This design comes from an exercise in tuning for a short achievable clock period and few clock cycles on the open sky130 flow, not from production work.
Only simulation tests tie the RTL to the original design; equivalence was not proved.
Power is estimated from default activity; no workload was simulated.

// vm_thread_scheduler
module vm_thread_scheduler
#(
  parameter int NUM_THREADS = vm_pkg::VM_NUM_THREADS,
  parameter int PC_W        = vm_pkg::VM_PC_W
) (
  input  logic                           clk,
  input  logic                           reset,
  input  logic                           frame_start,
  output logic                           frame_done,
  output logic                           busy,
  output logic                           run_valid,
  output logic [$clog2(NUM_THREADS)-1:0] run_thread,
  output logic [PC_W-1:0]                run_pc,
  input  logic                           yield_valid,
  input  logic                           yield_kill,
  input  logic [PC_W-1:0]                yield_pc,
  input  logic                           cmd_valid,
  output logic                           cmd_ready,
  input  logic                           cmd_op,
  input  logic [$clog2(NUM_THREADS)-1:0] cmd_first,
  input  logic [$clog2(NUM_THREADS)-1:0] cmd_last,
  input  logic [PC_W-1:0]                cmd_arg
);
Size in the first run: roughly 15000 cells after synthesis, roughly 2400 flip-flops, roughly 77 I/O pins, about 0.12 mm^2 of cells after synthesis.
==> flow/config.mk <==
export PLATFORM = sky130hd
export DESIGN_NAME = vm_thread_scheduler
export DESIGN_NICKNAME = vm_thread_scheduler
export VERILOG_FILES = /design/flow/design.v
export SDC_FILE = /design/flow/constraint.sdc
export NUM_CORES = 4
export LEC_CHECK = 0
export CAP_MARGIN = 20
export CORE_MARGIN = 2
export CORE_UTILIZATION = 40
export SLEW_MARGIN = 20
==> flow/constraint.sdc <==
create_clock -name core_clock -period 10.0 [get_ports {clk}]
set_input_delay 2.0000 -clock core_clock [delete_from_list [all_inputs] [get_ports {clk}]]
set_output_delay 2.0000 -clock core_clock [all_outputs]
set_load 0.01 [all_outputs]
standard.sh (not shown) runs the stock make flow with config.mk's settings and CLKGATE_MAP_FILE= SYNTH_SCRIPT=/design/flow/synth_recipe.tcl, a recipe that flattens the netlist after the stock synthesis.
==> flow/flow/run.sh <==
#!/bin/bash
set -euo pipefail
bash standard.sh synth > synth.log 2>&1
bash standard.sh SETUP_SLACK_MARGIN=7 finish > layout.log 2>&1
The first run ran to the end with violations: slew limit.
Testbench counts at the start, summed over its fixed seeds: cycles 21,413.
==> next run, changes <==
==> flow/run.sh (new file) <==
#!/bin/bash
# synth_recipe.tcl (not shown) runs the flow's synth.tcl, then flattens the netlist and writes it again
# the make line also repeats each setting of config.mk as NAME=value (left out here)
make -C /OpenROAD-flow-scripts/flow DESIGN_CONFIG=/design/flow/config.mk WORK_HOME=/design/flow/orfs CLKGATE_MAP_FILE= SYNTH_SCRIPT=/design/flow/synth_recipe.tcl finish
--- a/flow/config.mk
+++ b/flow/config.mk
@@ -10,2 +10,3 @@
 export CORE_UTILIZATION = 40
+export SETUP_SLACK_MARGIN = 5
 export SLEW_MARGIN = 20
removed: flow/flow/run.sh
removed: flow/standard.sh
Result: The changed run passed the timing, DRC and antenna checks; routed wire length drops by 19%; fmax drops by 27%; via count drops by 13%; worst hold slack got worse by 9.3 ps; synthesized area stays the same; core utilization drops by 12 points; setup slack got worse by 1400 ps; clock-buffer cell count drops by 7.

---

== willow ==
The RTL this note starts from:
==> flow/design.v <==
package vm_pkg;
  localparam int VM_NUM_THREADS = 64;
  localparam int VM_PC_W        = 16;
  localparam int TID_W          = $clog2(VM_NUM_THREADS);
  localparam logic [VM_PC_W-1:0] INACTIVE = 16'hFFFF;
  localparam logic [VM_PC_W-1:0] KILL_REQ = 16'hFFFE;
  typedef enum logic {
    OP_SETVEC         = 1'b0,
    OP_UPDATE_CHANNEL = 1'b1
  } cmd_op_e;
  typedef enum logic [1:0] {
    CH_RESUME = 2'd0,
    CH_PAUSE  = 2'd1,
    CH_KILL   = 2'd2,
    CH_NONE   = 2'd3
  } chan_type_e;
endpackage
module vm_thread_table
#(
  parameter int NUM_THREADS = vm_pkg::VM_NUM_THREADS,
  parameter int PC_W        = vm_pkg::VM_PC_W
) (
  input  logic                           clk,
  input  logic                           reset,
  input  logic                           commit,
  input  logic                           y_we,
  input  logic [NUM_THREADS-1:0]         y_sel,
  input  logic                           y_kill,
  input  logic [PC_W-1:0]                y_pc,
  input  logic                           c_we,
  input  logic                           c_op,
  input  logic [$clog2(NUM_THREADS)-1:0] c_first,
  input  logic [$clog2(NUM_THREADS)-1:0] c_last,
  input  logic [PC_W-1:0]                c_arg,
  output logic [NUM_THREADS-1:0][PC_W-1:0] pc_q,
  output logic [NUM_THREADS-1:0][PC_W-1:0] req_pc_q,
  output logic [NUM_THREADS-1:0]         req_none_q,   
  output logic [NUM_THREADS-1:0]         next_run_d    
);
  localparam int TW = $clog2(NUM_THREADS);
  localparam logic [PC_W-1:0] PC_INACTIVE = PC_W'(vm_pkg::INACTIVE);
  localparam logic [PC_W-1:0] PC_KILL     = PC_W'(vm_pkg::KILL_REQ);
  logic [NUM_THREADS-1:0] pc_act;      
  logic [NUM_THREADS-1:0] req_kill;    
  logic [NUM_THREADS-1:0] req_paused;
  logic y_inact;
  logic c_setvec;
  logic c_arg_none, c_arg_kill;
  assign y_inact    = y_kill || (y_pc == PC_INACTIVE);
  assign c_setvec   = (c_op == vm_pkg::OP_SETVEC);
  assign c_arg_none = (c_arg == PC_INACTIVE);
  assign c_arg_kill = (c_arg == PC_KILL);
  for (genvar t = 0; t < NUM_THREADS; t++) begin : g_thr
    logic hit, set_rpc, set_kill, set_pa;
    assign hit      = c_we && (c_setvec ? (c_first == TW'(t))
                                        : (c_first <= TW'(t) && TW'(t) <= c_last));
    assign set_rpc  = hit && c_setvec;
    assign set_kill = hit && !c_setvec && (c_arg[1:0] == vm_pkg::CH_KILL);
    assign set_pa   = hit && !c_setvec && !c_arg[1];
    logic act_d, none_d, kill_d, pa_d;
    always_comb begin
      act_d  = pc_act[t];
      none_d = req_none_q[t];
      kill_d = req_kill[t];
      pa_d   = req_paused[t];
      if (y_we && y_sel[t]) act_d = !y_inact;
      else if (commit && !req_none_q[t]) act_d = !req_kill[t];
      if (set_rpc) begin
        none_d = c_arg_none;
        kill_d = c_arg_kill;
      end else if (set_kill) begin
        none_d = 1'b0;
        kill_d = 1'b1;
      end else if (commit) begin
        none_d = 1'b1;
        kill_d = 1'b0;
      end
      if (set_pa) pa_d = c_arg[0];
    end
    assign next_run_d[t] = !pa_d && (none_d ? act_d : !kill_d);
    always_ff @(posedge clk) begin
      if (!reset) begin
        pc_act[t]     <= (t == 0);
        req_none_q[t] <= 1'b1;
        req_kill[t]   <= 1'b0;
        req_paused[t] <= 1'b0;
      end else begin
        pc_act[t]     <= act_d;
        req_none_q[t] <= none_d;
        req_kill[t]   <= kill_d;
        req_paused[t] <= pa_d;
      end
    end
    always_ff @(posedge clk) begin
      if (!reset) begin
        pc_q[t]     <= (t == 0) ? '0 : PC_INACTIVE;
        req_pc_q[t] <= PC_INACTIVE;
      end else begin
        if (y_we && y_sel[t])          pc_q[t] <= y_inact ? PC_INACTIVE : y_pc;
        else if (commit && !req_none_q[t])    pc_q[t] <= req_kill[t] ? PC_INACTIVE : req_pc_q[t];
        if (set_rpc)       req_pc_q[t] <= c_arg;
        else if (set_kill) req_pc_q[t] <= PC_KILL;
        else if (commit)   req_pc_q[t] <= PC_INACTIVE;
      end
    end
  end
endmodule
module vm_thread_scheduler
#(
  parameter int NUM_THREADS = vm_pkg::VM_NUM_THREADS,
  parameter int PC_W        = vm_pkg::VM_PC_W
) (
  input  logic                           clk,
  input  logic                           reset,
  input  logic                           frame_start,
  output logic                           frame_done,
  output logic                           busy,
  output logic                           run_valid,
  output logic [$clog2(NUM_THREADS)-1:0] run_thread,
  output logic [PC_W-1:0]                run_pc,
  input  logic                           yield_valid,
  input  logic                           yield_kill,
  input  logic [PC_W-1:0]                yield_pc,
  input  logic                           cmd_valid,
  output logic                           cmd_ready,
  input  logic                           cmd_op,
  input  logic [$clog2(NUM_THREADS)-1:0] cmd_first,
  input  logic [$clog2(NUM_THREADS)-1:0] cmd_last,
  input  logic [PC_W-1:0]                cmd_arg
);
  localparam int TW = $clog2(NUM_THREADS);
  localparam int GS = 8;                     
  localparam int NG = NUM_THREADS / GS;
  localparam int GW = $clog2(GS);
  logic                   busy_q, done_q, run_q;
  logic [TW-1:0]          thr_q;
  logic [PC_W-1:0]        pc_q;
  logic [NUM_THREADS-1:0] todo;               
  logic                   rdy_q;
  logic                   idle_n, nodone_n, norun_n, inrst_n;
  logic [NUM_THREADS-1:0] cur_oh;
  logic [NUM_THREADS-1:0][PC_W-1:0] tpc, trpc;
  logic [NUM_THREADS-1:0]           trnone, next_run_d;
  logic commit, yield_take, load, cmd_take;
  assign commit     = idle_n && frame_start;
  assign yield_take = !norun_n && yield_valid;
  assign load       = commit || yield_take;
  assign cmd_take   = cmd_valid && !inrst_n;
  logic [NUM_THREADS-1:0][PC_W-1:0] cpc;
  for (genvar t = 0; t < NUM_THREADS; t++) begin : g_cpc
    assign cpc[t] = (idle_n && !trnone[t]) ? trpc[t] : tpc[t];
  end
  logic                   p_any;
  logic [TW-1:0]          p_idx;
  logic [PC_W-1:0]        p_pc;
  logic [NUM_THREADS-1:0] p_oh;
  vm_sched_pick #(.N(NUM_THREADS), .W(PC_W), .GS(GS)) u_pick (
    .vec(todo), .data(cpc), .any(p_any), .idx(p_idx), .oh(p_oh), .sel(p_pc)
  );
  always_ff @(posedge clk) begin
    if (!reset) begin
      busy_q     <= 1'b0;
      done_q     <= 1'b0;
      run_q      <= 1'b0;
      thr_q      <= '0;
      pc_q       <= '0;
      idle_n     <= 1'b1;
      nodone_n   <= 1'b1;
      norun_n    <= 1'b1;
      cur_oh     <= '0;
    end else begin
      if (load) begin
        busy_q     <= 1'b1;
        run_q      <= p_any;
        done_q     <= !p_any;
        thr_q      <= p_idx;
        pc_q       <= p_pc;
        idle_n     <= 1'b0;
        norun_n    <= !p_any;
        nodone_n   <= p_any;
        cur_oh     <= p_oh;
      end else if (!nodone_n) begin
        busy_q     <= 1'b0;
        done_q     <= 1'b0;
        idle_n     <= 1'b1;
        nodone_n   <= 1'b1;
      end
    end
  end
  always_ff @(posedge clk) begin
    if (!reset)                        todo <= NUM_THREADS'(1);
    else if (load)                     todo <= todo & ~p_oh;
    else if (idle_n || !nodone_n)      todo <= next_run_d;
  end
  always_ff @(posedge clk) begin
    if (!reset) begin
      rdy_q   <= 1'b0;
      inrst_n <= 1'b1;
    end else begin
      rdy_q   <= 1'b1;
      inrst_n <= 1'b0;
    end
  end
  vm_thread_table #(
    .NUM_THREADS(NUM_THREADS),
    .PC_W       (PC_W)
  ) u_table (
    .clk       (clk),
    .reset     (reset),
    .commit    (commit),
    .y_we      (yield_take),
    .y_sel     (cur_oh),
    .y_kill    (yield_kill),
    .y_pc      (yield_pc),
    .c_we      (cmd_take),
    .c_op      (cmd_op),
    .c_first   (cmd_first),
    .c_last    (cmd_last),
    .c_arg     (cmd_arg),
    .pc_q      (tpc),
    .req_pc_q  (trpc),
    .req_none_q(trnone),
    .next_run_d(next_run_d)
  );
  assign busy       = busy_q;
  assign frame_done = done_q;
  assign run_valid  = run_q;
  assign run_thread = thr_q;
  assign run_pc     = pc_q;
  assign cmd_ready  = rdy_q;
endmodule
module vm_sched_pick
#(
  parameter int N  = 64,
  parameter int W  = 16,
  parameter int GS = 8
) (
  input  logic [N-1:0]        vec,
  input  logic [N-1:0][W-1:0] data,
  output logic                any,
  output logic [$clog2(N)-1:0] idx,
  output logic [N-1:0]        oh,
  output logic [W-1:0]        sel
);
  localparam int NG = N / GS;
  localparam int GW = $clog2(GS);
  localparam int TW = $clog2(N);
  logic [NG-1:0]          gany, goh;
  logic [NG-1:0][GS-1:0]  loh;
  logic [NG-1:0][GW-1:0]  lidx;
  logic [NG-1:0][W-1:0]   lsel;
  for (genvar g = 0; g < NG; g++) begin : g_grp
    assign gany[g] = |vec[g*GS +: GS];
    always_comb begin
      logic seen;
      seen    = 1'b0;
      lidx[g] = '0;
      lsel[g] = '0;
      for (int j = 0; j < GS; j++) begin
        loh[g][j] = vec[g*GS + j] && !seen;
        seen      = seen || vec[g*GS + j];
        lidx[g]   = lidx[g] | ({GW{loh[g][j]}} & GW'(j));
        lsel[g]   = lsel[g] | ({W{loh[g][j]}} & data[g*GS + j]);
      end
    end
  end
  always_comb begin
    logic seen;
    seen = 1'b0;
    idx  = '0;
    sel  = '0;
    for (int g = 0; g < NG; g++) begin
      goh[g] = gany[g] && !seen;
      seen   = seen || gany[g];
      idx    = idx | ({TW{goh[g]}} & {GW'(g), lidx[g]});
      sel    = sel | ({W{goh[g]}} & lsel[g]);
    end
    any = seen;
    for (int t = 0; t < N; t++) oh[t] = goh[t / GS] && loh[t / GS][t % GS];
  end
endmodule
Settings: LEC_CHECK=0, CAP_MARGIN=40, CORE_MARGIN=2, CORE_UTILIZATION=60, SLEW_MARGIN=40; clock period 10.0 ns.
==> flow/flow/run.sh <==
#!/bin/bash
set -euo pipefail
bash standard.sh synth > synth.log 2>&1
bash standard.sh SETUP_SLACK_MARGIN=7 finish > layout.log 2>&1
FAIL willow @ 5_1_grt: tool exited with error
Testbench counts of willow, summed over its fixed seeds: cycles 21,413.
#### Input delta (indigo over willow)
Settings: CORE_UTILIZATION now 35, was 60.
==> flow/flow/run.sh <==
#!/bin/bash
set -euo pipefail
bash standard.sh synth > synth.log 2>&1
bash standard.sh SETUP_SLACK_MARGIN=6.5 finish > layout.log 2>&1
Findings:
indigo completed every stage of the flow, and the final layout passed the timing, DRC and antenna checks. indigo vs. willow: instance area after placement has decreased, setup slack at placement has decreased, number of rows created at floorplan has increased.
## Diff of input files: violet against indigo
Settings: putting SETUP_SLACK_MARGIN at 5 where nothing was set; swapping 35 for 40 in CORE_UTILIZATION.
==> flow/run.sh (new file) <==
#!/bin/bash
# synth_recipe.tcl (not shown) runs the flow's synth.tcl, then flattens the netlist and writes it again
# the make line also repeats each setting of config.mk as NAME=value (left out here)
make -C /OpenROAD-flow-scripts/flow DESIGN_CONFIG=/design/flow/config.mk WORK_HOME=/design/flow/orfs CLKGATE_MAP_FILE= SYNTH_SCRIPT=/design/flow/synth_recipe.tcl finish
removed: flow/flow/run.sh
removed: flow/standard.sh
--- outcome ---
Delta (violet minus indigo): number of stages on the worst setup path went down by 3, combinational power share went down by 2.4 points, final hold slack was more or less identical, wire length went down by about 13%.

==> afterwards: timing with drivers on the ports <==
The results above use ideal ports. As a check the final layouts listed here were re-extracted and re-timed, cells and wires unchanged.
Step 1: set_driving_cell puts a clkbuf_16 on clk and a buf_2 on each other input, an assumption about the parent block.
Step 2 times the ports against the registers' clock, not the clock port: input delays grow and output delays shrink by t, the midpoint of the rising clock arrivals with the driver on.
a / b / c = ideal / step 1 / step 2; a / b = the first two.
run	shift t [ns]	setup slack, ns	worst data-port slew with drivers (ns)
the first run of note 1	1.047	6.172 / 6.172 / 5.294	0.75
the second run of note 1	1.042	4.746 / 4.746 / 3.764	0.20
indigo	0.996	6.124 / 6.010 / 5.014	0.56
violet	1.065	4.837 / 4.920 / 3.855	0.21
The setup slack of indigo, which loses most, moves by -0.114 ns with the drivers and by -1.110 ns with both steps.
